Background: an optimization exercise with open tools, aiming at small area. Do not read the settings as production practice. RTL that was checked went through simulation tests only; none was proved equivalent to the original.

Design sw_top, start of the top module:
module sw_top (
    input  logic          clk,
    input  logic          reset,
    input  logic          valid_i,
    input  logic [1:0]    data_ref_i,
    input  logic [1:0]    data_query_i,
    output logic          finish_o,
    output logic [20:0]   best_o
);
Settings: LEC_CHECK=0, CAP_MARGIN=10, CORE_MARGIN=2, CORE_UTILIZATION=40, PLACE_DENSITY=0.7, SLEW_MARGIN=10; clock period 11.0 ns.
standard.sh (not shown) runs the stock make flow with config.mk's settings and CLKGATE_MAP_FILE= SYNTH_SCRIPT=/design/flow/synth_recipe.tcl, a recipe that flattens the netlist after the stock synthesis.
==> flow/flow/run.sh <==
#!/bin/bash
# The standard layout (the standard.sh: unchanged synthesis, floorplan,
# power grid and placement) with two knobs changed:
#  - port buffers are sky130_fd_sc_hd__buf_1 instead of the default pick
#  - clock tree synthesis with these options and no dummy loads
# The run's full output goes to standard.log here; ORFS's own per-step logs
# are under orfs/logs/.
set -euo pipefail
export BUFFER_PORTS_ARGS="-buffer_cell sky130_fd_sc_hd__buf_1"
export CTS_ARGS="-sink_clustering_enable -repair_clock_nets -sink_clustering_size 11 -sink_clustering_max_diameter 45 -buf_list sky130_fd_sc_hd__clkbuf_4 -balance_levels -dont_use_dummy_load"
bash standard.sh > standard.log 2>&1
The first run produced a clean layout.
==> next run, changes <==
--- a/flow/flow/run.sh
+++ b/flow/flow/run.sh
@@ -8,4 +8,4 @@
 set -euo pipefail
 export BUFFER_PORTS_ARGS="-buffer_cell sky130_fd_sc_hd__buf_1"
-export CTS_ARGS="-sink_clustering_enable -repair_clock_nets -sink_clustering_size 11 -sink_clustering_max_diameter 45 -buf_list sky130_fd_sc_hd__clkbuf_4 -balance_levels -dont_use_dummy_load"
+export CTS_ARGS="-sink_clustering_enable -repair_clock_nets -sink_clustering_size 11 -sink_clustering_max_diameter 45 -buf_list sky130_fd_sc_hd__clkbuf_4 -dont_use_dummy_load"
 bash standard.sh > standard.log 2>&1
--- a/flow/config.mk
+++ b/flow/config.mk
@@ -6,7 +6,6 @@
 export NUM_CORES = 4
 export LEC_CHECK = 0
-export CAP_MARGIN = 10
+export CAP_MARGIN = 20
 export CORE_MARGIN = 2
-export CORE_UTILIZATION = 40
-export PLACE_DENSITY = 0.7
-export SLEW_MARGIN = 10
+export CORE_UTILIZATION = 55
+export SLEW_MARGIN = 20
Effect: Cell area decreases by 0.54%. Maximum frequency increases by 0.96%. Sequential share of layout area increases by 0.42 points. Core utilization increases by 16 points. Worst hold slack loses 0.0077 ns. Final cell count decreases by 7.5%. Routed wire length decreases by 3.1%.
==> next run, changes <==
--- a/flow/flow/run.sh
+++ b/flow/flow/run.sh
@@ -8,4 +8,4 @@
 set -euo pipefail
 export BUFFER_PORTS_ARGS="-buffer_cell sky130_fd_sc_hd__buf_1"
-export CTS_ARGS="-sink_clustering_enable -repair_clock_nets -sink_clustering_size 11 -sink_clustering_max_diameter 45 -buf_list sky130_fd_sc_hd__clkbuf_4 -dont_use_dummy_load"
+export CTS_ARGS="-sink_clustering_enable -repair_clock_nets -sink_clustering_size 12 -sink_clustering_max_diameter 40 -buf_list sky130_fd_sc_hd__clkbuf_4 -dont_use_dummy_load"
 bash standard.sh > standard.log 2>&1
--- a/flow/config.mk
+++ b/flow/config.mk
@@ -6,6 +6,7 @@
 export NUM_CORES = 4
 export LEC_CHECK = 0
-export CAP_MARGIN = 20
+export CAP_MARGIN = 10
 export CORE_MARGIN = 2
-export CORE_UTILIZATION = 55
-export SLEW_MARGIN = 20
+export CORE_UTILIZATION = 40
+export PLACE_DENSITY = 0.7
+export SLEW_MARGIN = 10
Die area rose by 36%.
Via count rose by 3.8%.
Worst setup slack degrades by 0.083 ns.
Routed wire length rose by 3.9%.
Sequential cell count does not change.
Non-clock buffer count fell by 1.

* * *

The RTL this note starts from:
==> flow/design.v <==
`timescale 1ns/1ps
module sw_top (
    input  logic          clk,
    input  logic          reset,
    input  logic          valid_i,
    input  logic [1:0]    data_ref_i,
    input  logic [1:0]    data_query_i,
    output logic          finish_o,
    output logic [20:0]   best_o
);
    logic [6:0]  cnt_q;      
    logic [5:0]  row_q;      
    logic [3:0]  col_q;      
    logic        bub_q;      
    logic        fin_q;
    logic        loaded, front, take, run, real_cell, row_end, done;
    assign loaded    = cnt_q[6];
    assign front     = (cnt_q[6:4] == 3'd0);
    assign take      = valid_i & ~loaded;
    assign run       = (cnt_q[6:4] != 3'd0);
    assign real_cell = run & ~bub_q;
    assign row_end   = (col_q == 4'd15);
    assign done      = loaded & (row_q == 6'd0) & (col_q == 4'd0);
    logic [31:0] qry_q;      
    logic [31:0] frt_q;      
    logic [95:0] bck_q;      
    always_ff @(posedge clk) begin
        if ((take & front) | run)
            qry_q <= {qry_q[29:0], run ? qry_q[31:30] : data_query_i};
        if ((take & front) | (real_cell & row_end & ~row_q[4] & ~row_q[5]))
            frt_q <= {frt_q[29:0], data_ref_i};
        if ((take & ~front) | (real_cell & row_end & (row_q[4] | row_q[5])))
            bck_q <= {bck_q[93:0], data_ref_i};
    end
    logic [1:0] qbase, rbase;
    assign qbase = qry_q[31:30];
    assign rbase = (row_q[4] | row_q[5]) ? bck_q[95:94] : frt_q[31:30];
    logic [3:0] ring_q [0:15];
    logic [3:0] ring_in;
    always_ff @(posedge clk) begin
        ring_q[0] <= ring_in;
        for (int k = 1; k < 16; k++) ring_q[k] <= ring_q[k-1];
    end
    logic [5:0] hl_q;        
    logic [2:0] vv_q;        
    logic       g_q;         
    logic [2:0] dd;
    logic       f;
    logic [2:0] u4, l4, m4, d4, dd_new, vv_new;
    logic       zx, f_new, g_new;
    logic [5:0] h_new;
    always_comb begin
        if (row_q == 6'd0) begin
            dd = 3'd2;
            f  = 1'b0;
        end else begin
            dd = ring_q[15][3:1];
            f  = ring_q[15][0];
        end
        u4 = dd + {2'b0, f};         
        l4 = vv_q + {2'b0, g_q};     
        zx = (hl_q + 6'd2) == {3'b0, vv_q};    
        if (rbase == qbase) begin
            m4 = 3'd6;
        end else begin
            m4 = 3'd3;
            if (u4 > m4) m4 = u4;
            if (l4 > m4) m4 = l4;
        end
        d4 = (zx && m4 == 3'd3) ? 3'd4 : m4;    
        f_new  = (u4 == d4);
        g_new  = (l4 == d4);
        dd_new = d4 - vv_q;
        vv_new = d4 - dd;
        h_new  = hl_q + {3'b0, dd_new} - 6'd2;
        ring_in = real_cell ? {dd_new, f_new} : ring_q[15];
    end
    always_ff @(posedge clk) begin
        if (row_end | ~run) begin
            hl_q <= '0;
            vv_q <= 3'd2;
            g_q  <= 1'b0;
        end else begin
            hl_q <= h_new;
            vv_q <= vv_new;
            g_q  <= g_new;
        end
    end
    logic [5:0] bs_q;
    logic [5:0] br_q;
    logic [3:0] bc_q;
    logic       upd;
    assign upd = real_cell & ({h_new, ~col_q} > {bs_q, ~bc_q});
    always_ff @(posedge clk) begin
        if (!run) begin
            bs_q <= '0;
        end else if (upd) begin
            bs_q <= h_new;
            br_q <= row_q;
            bc_q <= col_q;
        end
    end
    logic [17:0] out_q;
    logic        nz;
    assign nz = (bs_q != 6'd0);
    always_ff @(posedge clk or posedge reset) begin
        if (reset) begin
            cnt_q <= '0;
            row_q <= '0;
            col_q <= '0;
            bub_q <= 1'b0;
            fin_q <= 1'b0;
            out_q <= '0;
        end else begin
            fin_q <= done;
            if (done) begin
                cnt_q <= '0;
                out_q <= {bs_q, nz ? ({1'b0, br_q} + 7'd1) : 7'd0,
                                nz ? ({1'b0, bc_q} + 5'd1) : 5'd0};
            end else if (take) begin
                cnt_q <= cnt_q + 7'd1;
            end
            if (run & ~done) begin
                col_q <= col_q + 4'd1;
                if (row_end) begin
                    if (!bub_q) row_q <= row_q + 6'd1;
                    bub_q <= ~loaded & ((bub_q ? row_q[4] : row_q[3:0] == 4'd15));
                end
            end
        end
    end
    assign finish_o = fin_q;
    assign best_o   = {2'b00, out_q[17:12], out_q[11:5], 1'b0, out_q[4:0]};
endmodule
clock: 11.0 ns
lec_check: 0
cap_margin: 20
core_margin: 2
core_utilization: 40
slew_margin: 20
run.sh (not shown) runs the stock make flow with config.mk's settings and CLKGATE_MAP_FILE= SYNTH_SCRIPT=/design/flow/synth_recipe.tcl, a recipe that flattens the netlist after the stock synthesis.
Stock flow here: none of the scripts above is used.
The starting point completed without violations.
==> next run, changes <==
Settings changed: CORE_UTILIZATION 40 to 65, CTS_BUF_LIST set to sky130_fd_sc_hd__clkbuf_4, CTS_CLUSTER_DIAMETER set to 40, CTS_CLUSTER_SIZE set to 10.
Outcome: Worst setup slack gets better by 0.0053 ns. Synthesized area is unchanged. Global-route usage rose by 7.7 points.
==> next run, changes <==
Settings changed: CORE_UTILIZATION 65 to 40, CTS_BUF_LIST sky130_fd_sc_hd__clkbuf_4 to sky130_fd_sc_hd__clkbuf_8, CTS_CLUSTER_DIAMETER 40 to 60, CTS_CLUSTER_SIZE 10 to 20.
Outcome: Count of clock-buffer cells in the layout is lower by 38; die area rises by well over a third; final area hardly moves.
==> next run, changes <==
Settings changed: CORE_UTILIZATION 40 to 65, CTS_CLUSTER_DIAMETER 60 to 50, CTS_CLUSTER_SIZE 20 to 24.
What happened: The changed run ran to the end with no violations; critical path depth goes up by 2; cell count goes down by about 13%; utilization rises by 28 points; wire length is higher by about 0.3%; maximum frequency goes down by 0.32%; worst hold slack gets worse by 0.0071 ns; die area is lower by 38%; area after synthesis stays the same; via count hardly moves.
No run of this note included a check of the RTL's function; only the layout flow was run.

* * *

Another version of the RTL of sw_top (not shown whole).
Size in the first run: about 590 cells after synthesis, ~280 flip-flops.
make LEC_CHECK=0 CAP_MARGIN=20 CORE_MARGIN=2 CORE_UTILIZATION=40 CTS_BUF_LIST=sky130_fd_sc_hd__clkbuf_8 CTS_CLUSTER_DIAMETER=60 CTS_CLUSTER_SIZE=20 SLEW_MARGIN=20 finish   # period 11.0 ns
The starting point completed with no timing, DRC or antenna violations.
Next try:
- CTS_CLUSTER_DIAMETER: 60 -> 45
- CTS_CLUSTER_SIZE: 20 -> 24
What happened:
- design area went up by 2.6%
- global-route usage is about the same
- routed wire length rises by 0.33%
- sequential cell count is unchanged
- worst setup slack gets better by 6.5 ps
- area after synthesis is unchanged
- via count rises by 1.8%
- first-iteration DRC count goes up by 34%
- critical path depth stays the same
Function was not checked in any run of this note: the RTL went through the layout flow alone.

* * *

## job 8538
sw_top with an RTL version that a note above also has.
For scale: about 520 cells after synthesis, ~280 flip-flops, about 0.0092 mm2 of cells after synthesis.
==> flow/design.v (excerpt) <==
module sw_top (
    input  logic          clk,
    input  logic          reset,
    input  logic          valid_i,
    input  logic [1:0]    data_ref_i,
    input  logic [1:0]    data_query_i,
    output logic          finish_o,
    output logic [20:0]   best_o
);
    logic [6:0]  cnt_q;      
    logic [5:0]  rp_q;       
    logic [3:0]  qp_q;       
    logic        bub_q;      
    logic        loaded, front, take, run, real_cell, row_end, first_row, front_row, first_cell, done;
    assign loaded    = cnt_q[6];
    assign front     = (cnt_q[6:4] == 3'd0);
    assign take      = valid_i & ~loaded;
    assign run       = ~front;
    assign real_cell = run & ~bub_q;
    assign row_end   = (qp_q == 4'd0);
    assign first_row = (rp_q == 6'd1);
    assign front_row = ((rp_q[5:4] == 2'd0) & (rp_q[3:0] != 4'd0)) | (rp_q == 6'd16);
    assign first_cell = first_row & (qp_q == 4'd1);
    assign done      = loaded & first_cell;
    logic [31:0] qry_q;      
    logic [31:0] frt_q;      
    logic [95:0] bck_q;      
    always_ff @(posedge clk) begin
  ...
==> flow/config.mk <==
export PLATFORM = sky130hd
export DESIGN_NAME = sw_top
export DESIGN_NICKNAME = sw_top
export VERILOG_FILES = /design/flow/design.v
export SDC_FILE = /design/flow/constraint.sdc
export NUM_CORES = 4
export LEC_CHECK = 0
export CAP_MARGIN = 20
export CORE_MARGIN = 2
export CORE_UTILIZATION = 40
export SLEW_MARGIN = 20
==> flow/constraint.sdc <==
create_clock -name core_clock -period 11.0 [get_ports {clk}]
set_input_delay 2.2000 -clock core_clock [delete_from_list [all_inputs] [get_ports {clk}]]
set_output_delay 2.2000 -clock core_clock [all_outputs]
set_load 0.01 [all_outputs]
standard.sh (not shown) runs the stock make flow with config.mk's settings and CLKGATE_MAP_FILE= SYNTH_SCRIPT=/design/flow/synth_recipe.tcl, a recipe that flattens the netlist after the stock synthesis.
==> flow/flow/run.sh <==
#!/bin/bash
# The standard layout (the standard.sh: unchanged synthesis, floorplan,
# power grid and placement) with two knobs changed:
#  - port buffers are sky130_fd_sc_hd__buf_1 instead of the default pick
#  - clock tree synthesis with these options and no dummy loads
# The run's full output goes to standard.log here; ORFS's own per-step logs
# are under orfs/logs/.
set -euo pipefail
export BUFFER_PORTS_ARGS="-buffer_cell sky130_fd_sc_hd__buf_1"
export CTS_ARGS="-sink_clustering_enable -repair_clock_nets -sink_clustering_size 11 -sink_clustering_max_diameter 45 -buf_list sky130_fd_sc_hd__clkbuf_4 -dont_use_dummy_load"
bash standard.sh > standard.log 2>&1
Job 8538 went all the way through synthesis, placement and routing and the layout is clean on timing, DRC and antenna.
Input-level comparison between job 971 and job 8538:
diff --git a/flow/flow/run.sh b/flow/flow/run.sh
--- a/flow/flow/run.sh
+++ b/flow/flow/run.sh
@@ -9,3 +9,3 @@
 export BUFFER_PORTS_ARGS="-buffer_cell sky130_fd_sc_hd__buf_1"
-export CTS_ARGS="-sink_clustering_enable -repair_clock_nets -sink_clustering_size 11 -sink_clustering_max_diameter 45 -buf_list sky130_fd_sc_hd__clkbuf_4 -dont_use_dummy_load"
+export CTS_ARGS="-sink_clustering_enable -repair_clock_nets -sink_clustering_size 20 -sink_clustering_max_diameter 60 -buf_list sky130_fd_sc_hd__clkbuf_8 -dont_use_dummy_load"
 bash standard.sh > standard.log 2>&1
==> comparison <==
[compare] base=job 8538 new=job 971: worst hold slack moved down; wire length moved down.
Count of state elements after synthesis: job 971 vs job 8538 — no meaningful difference
Status: maximum achievable frequency parity (job 8538, job 971)
Per the comparison of job 971 with job 8538, global-route wire length before repair saw a decrease; worst setup slack saw a decrease; cell area after layout saw little to no change.
Portion of the clock cycle consumed by the worst path in the final layout of job 8538 is on par with job 971.
Sort job 971 and job 8538 by number of vias in the routed layout, ascending, and job 971 comes first.
> inputs changed (job 971 -> job 6206)
diff --git a/flow/flow/run.sh b/flow/flow/run.sh
--- a/flow/flow/run.sh
+++ b/flow/flow/run.sh
@@ -9,3 +9,3 @@
 export BUFFER_PORTS_ARGS="-buffer_cell sky130_fd_sc_hd__buf_1"
-export CTS_ARGS="-sink_clustering_enable -repair_clock_nets -sink_clustering_size 20 -sink_clustering_max_diameter 60 -buf_list sky130_fd_sc_hd__clkbuf_8 -dont_use_dummy_load"
+export CTS_ARGS="-sink_clustering_enable -repair_clock_nets -sink_clustering_size 12 -sink_clustering_max_diameter 50 -buf_list sky130_fd_sc_hd__clkbuf_4 -dont_use_dummy_load"
 bash standard.sh > standard.log 2>&1
diff --git a/flow/config.mk b/flow/config.mk
--- a/flow/config.mk
+++ b/flow/config.mk
@@ -9,3 +9,3 @@
 export CORE_MARGIN = 2
-export CORE_UTILIZATION = 40
+export CORE_UTILIZATION = 45
 export SLEW_MARGIN = 20
==> comparison <==
- Share of final-layout standard cells stronger than drive strength 1 for job 6206: 1.5 points up relative to job 971
- For the sequential share of layout area, job 6206 came in 0.57 points higher than job 971 did.
- In the flow results for job 971 and job 6206, the wire length of the first global-routing pass is larger on job 971.
- NOTE: TritonCTS buffer count in job 6206 exceeds that of job 971
The inputs of job 9952 differ from those of job 6206 as listed below.
diff --git a/flow/flow/run.sh b/flow/flow/run.sh
--- a/flow/flow/run.sh
+++ b/flow/flow/run.sh
@@ -9,3 +9,3 @@
 export BUFFER_PORTS_ARGS="-buffer_cell sky130_fd_sc_hd__buf_1"
-export CTS_ARGS="-sink_clustering_enable -repair_clock_nets -sink_clustering_size 12 -sink_clustering_max_diameter 50 -buf_list sky130_fd_sc_hd__clkbuf_4 -dont_use_dummy_load"
+export CTS_ARGS="-sink_clustering_enable -repair_clock_nets -sink_clustering_size 11 -sink_clustering_max_diameter 45 -buf_list sky130_fd_sc_hd__clkbuf_4 -dont_use_dummy_load"
 bash standard.sh > standard.log 2>&1
diff --git a/flow/config.mk b/flow/config.mk
--- a/flow/config.mk
+++ b/flow/config.mk
@@ -7,5 +7,6 @@
 export LEC_CHECK = 0
-export CAP_MARGIN = 20
+export CAP_MARGIN = 10
 export CORE_MARGIN = 2
-export CORE_UTILIZATION = 45
-export SLEW_MARGIN = 20
+export CORE_UTILIZATION = 40
+export PLACE_DENSITY = 0.7
+export SLEW_MARGIN = 10
Results
- Every run (job 9952 and job 6206) finished clean.
- Via count of the first global-routing pass in job 9952 is about 3.4% above job 6206.
- Taking job 6206 as the reference, in job 9952 setup slack dropped 0.072 ns, clock buffer count in the final layout climbed 2.
- For the number of well-tap cells placed, job 9952 came in 15 higher than job 6206 did.
- Launch point of the worst path: rp_q[1]$_DFF_PP0_ -> job 6206, rp_q[2]$_DFF_PP0_ -> job 9952
- Relative to job 6206, the wire length of job 9952 is higher by 1.9%.
- Summary of job 9952 over job 6206: worst setup slack after placement -0.20 ns; hold slack -0.029 ns.

-- what the ideal ports hide --
The results above use ideal ports. As a check the final layouts listed here were re-extracted and re-timed, cells and wires unchanged. Step 1: set_driving_cell puts a clkbuf_16 on clk and a buf_2 on each other input, an assumption about the parent block. Step 2 times the ports against the registers' clock, not the clock port: input delays grow and output delays shrink by t, the midpoint of the rising clock arrivals with the driver on. Three values: ideal, step 1, step 2; two values: the first two.
run	t, ns	slack for setup (ns)	hold WS [ns]	latest minus earliest clock arrival (ns)	cell pins on the clock port's net
the first run of note 1	0.671	4.893 / 4.893 / 4.893	0.294 / 0.294 / 0.294	0.054 / 0.054	1
the second run of note 1	0.661	4.951 / 4.951 / 4.951	0.286 / 0.286 / 0.286	0.077 / 0.078	1
the third run of note 1	0.684	4.868 / 4.868 / 4.868	0.312 / 0.312 / 0.312	0.047 / 0.047	1
the first run of note 2	0.568	3.162 / 3.162 / 3.162	0.321 / 0.321 / 0.321	0.011 / 0.011	1
the second run of note 2	0.647	3.167 / 3.167 / 3.167	0.327 / 0.327 / 0.327	0.027 / 0.027	1
the third run of note 2	0.552	3.177 / 3.177 / 3.177	0.333 / 0.333 / 0.333	0.015 / 0.015	1
the fourth run of note 2	0.583	3.152 / 3.152 / 3.152	0.326 / 0.326 / 0.326	0.026 / 0.026	1
the first run of note 3	0.572	4.336 / 4.336 / 4.336	0.307 / 0.307 / 0.307	0.037 / 0.037	1
the second run of note 3	0.605	4.343 / 4.343 / 4.343	0.310 / 0.310 / 0.310	0.043 / 0.043	1
job 8538	0.615	4.882 / 4.882 / 4.882	0.316 / 0.316 / 0.316	0.064 / 0.063	1
job 971	0.539	4.872 / 4.872 / 4.872	0.300 / 0.300 / 0.300	0.038 / 0.038	1
job 6206	0.661	4.966 / 4.966 / 4.966	0.323 / 0.323 / 0.323	0.094 / 0.093	1
job 9952	0.671	4.893 / 4.893 / 4.893	0.294 / 0.294 / 0.294	0.054 / 0.054	1
After both steps every run listed still meets setup and hold.
